What follows belongs to an exercise in optimizing a design on an open flow for small area; a production flow would make more cautious choices.
The RTL was checked by simulation tests, not by an equivalence proof against the original design.
Power is estimated from default activity; no workload was simulated.

==> flow/design.v (excerpt) <==
module udp_rx_top (
    input  logic                      rx_axis_aclk,
    input  logic                      rx_axis_aresetn,
    input  logic [64-1:0] ip_rx_axis_tdata,
    input  logic [8-1:0] ip_rx_axis_tkeep,
    input  logic                      ip_rx_axis_tvalid,
    input  logic                      ip_rx_axis_tlast,
    input  logic                      ip_rx_axis_tuser,
    input  logic [31:0]               recv_dst_ip_addr,
    input  logic [31:0]               recv_src_ip_addr,
    output logic [64-1:0] udp_rx_axis_tdata,
    output logic [8-1:0] udp_rx_axis_tkeep,
    output logic                      udp_rx_axis_tvalid,
    output logic                      udp_rx_axis_tlast
);
For scale: roughly 4400 cells after synthesis, roughly 2100 flip-flops, about 220 I/O pins.
Settings: LEC_CHECK=0, CAP_MARGIN=0, CORE_MARGIN=2, CORE_UTILIZATION=55, CTS_BUF_LIST=sky130_fd_sc_hd__clkbuf_8 sky130_fd_sc_hd__clkbuf_16, CTS_CLUSTER_DIAMETER=150, CTS_CLUSTER_SIZE=25, SLEW_MARGIN=0, SYNTH_MEMORY_MAX_BITS=8192; clock period 12.0 ns.
standard.sh (not shown) runs the stock make flow with config.mk's settings and CLKGATE_MAP_FILE= SYNTH_SCRIPT=/design/flow/synth_recipe.tcl, a recipe that flattens the netlist after the stock synthesis.
==> flow/flow/run.sh <==
#!/bin/bash
set -euo pipefail
export BUFFER_PORTS_ARGS="-buffer_cell sky130_fd_sc_hd__buf_1"
export CTS_ARGS="-sink_clustering_enable -repair_clock_nets -dont_use_dummy_load -sink_clustering_size 25 -sink_clustering_max_diameter 150 -buf_list {sky130_fd_sc_hd__clkbuf_8 sky130_fd_sc_hd__clkbuf_16}"
bash standard.sh > make_finish.log 2>&1
The first run ran to the end with no violations.
Change:
==> flow/run.sh (new file) <==
#!/bin/bash
# synth_recipe.tcl (not shown) runs the flow's synth.tcl, then flattens the netlist and writes it again
# the make line also repeats each setting of config.mk as NAME=value (left out here)
make -C /OpenROAD-flow-scripts/flow DESIGN_CONFIG=/design/flow/config.mk WORK_HOME=/design/flow/orfs CLKGATE_MAP_FILE= SYNTH_SCRIPT=/design/flow/synth_recipe.tcl finish
Settings changed: CAP_MARGIN 0 to 20, SLEW_MARGIN 0 to 20.
removed: flow/flow/run.sh
removed: flow/standard.sh
What happened: Worst setup slack is worse by 0.27 ns. First-iteration DRC count goes down by 3.2%. Sequential cell count does not change. Routed wire length goes up by 0.58%. Via count goes up by 0.58%. Total power goes up by 2.4%. Cell area goes up by 2.0%.

---

udp_rx_top, a different RTL version from the one above (not shown whole).
For scale: roughly 4,400 cells after synthesis, about 2,100 flip-flops, ~220 I/O pins, roughly 0.079 mm2 of cells after synthesis.
==> flow/config.mk <==
export PLATFORM = sky130hd
export DESIGN_NAME = udp_rx_top
export DESIGN_NICKNAME = udp_rx_top
export VERILOG_FILES = /design/flow/design.v
export SDC_FILE = /design/flow/constraint.sdc
export NUM_CORES = 4
export LEC_CHECK = 0
export CAP_MARGIN = 0
export CORE_MARGIN = 2
export CORE_UTILIZATION = 50
export CTS_BUF_LIST = sky130_fd_sc_hd__clkbuf_8 sky130_fd_sc_hd__clkbuf_16
export CTS_CLUSTER_DIAMETER = 150
export CTS_CLUSTER_SIZE = 25
export SLEW_MARGIN = 0
export SYNTH_MEMORY_MAX_BITS = 8192
==> flow/constraint.sdc <==
create_clock -name core_clock -period 12.0 [get_ports {rx_axis_aclk}]
set_input_delay 2.4000 -clock core_clock [delete_from_list [all_inputs] [get_ports {rx_axis_aclk}]]
set_output_delay 2.4000 -clock core_clock [all_outputs]
set_load 0.01 [all_outputs]
==> flow/flow/run.sh <==
#!/bin/bash
set -euo pipefail
export BUFFER_PORTS_ARGS="-buffer_cell sky130_fd_sc_hd__buf_1"
export CTS_ARGS="-sink_clustering_enable -repair_clock_nets -dont_use_dummy_load -sink_clustering_size 28 -sink_clustering_max_diameter 120 -buf_list {sky130_fd_sc_hd__clkbuf_8 sky130_fd_sc_hd__clkbuf_16}"
bash standard.sh > standard_finish.log 2>&1
The starting point finished with timing, DRC and antenna clean.
Rerun with:
--- a/flow/flow/run.sh
+++ b/flow/flow/run.sh
@@ -5 +5 @@
-bash standard.sh > standard_finish.log 2>&1
+bash standard.sh > make_finish.log 2>&1
Result:
- final area does not change
- sequential share of layout area is unchanged
- core utilization does not change
- hold slack stays the same
- power stays the same
- register-to-register slack hardly moves
- setup slack is unchanged

-- re-timing with driven ports --
In the flow no input, the clock included, has a driving cell. The finished layouts below were timed again as built, in two steps.
Step 1 assumes that a clkbuf_16 drives the clock port and a buf_2 every other input.
Step 2 also shifts input and output timing later by t, the mid clock arrival at the registers, as if the neighbouring blocks saw the same clock.
Three values: no drivers, after step 1, after step 2; two values: the first two.
run	t, ns	setup slack, ns	worst setup path after step 2	latest minus earliest clock arrival (ns)	worst slew at a driven data input, ns
the first run of note 1	0.811	1.021 / 1.000 / 1.000	input to output	0.083 / 0.083	0.10
the second run of note 1	0.825	0.751 / 0.729 / 0.729	input to output	0.045 / 0.045	0.12
the first run of note 2	0.805	1.167 / 1.143 / 1.143	input to output	0.092 / 0.093	0.13
the second run of note 2	0.805	1.167 / 1.143 / 1.143	input to output	0.092 / 0.093	0.13
After both steps setup and hold are still met in every run listed.
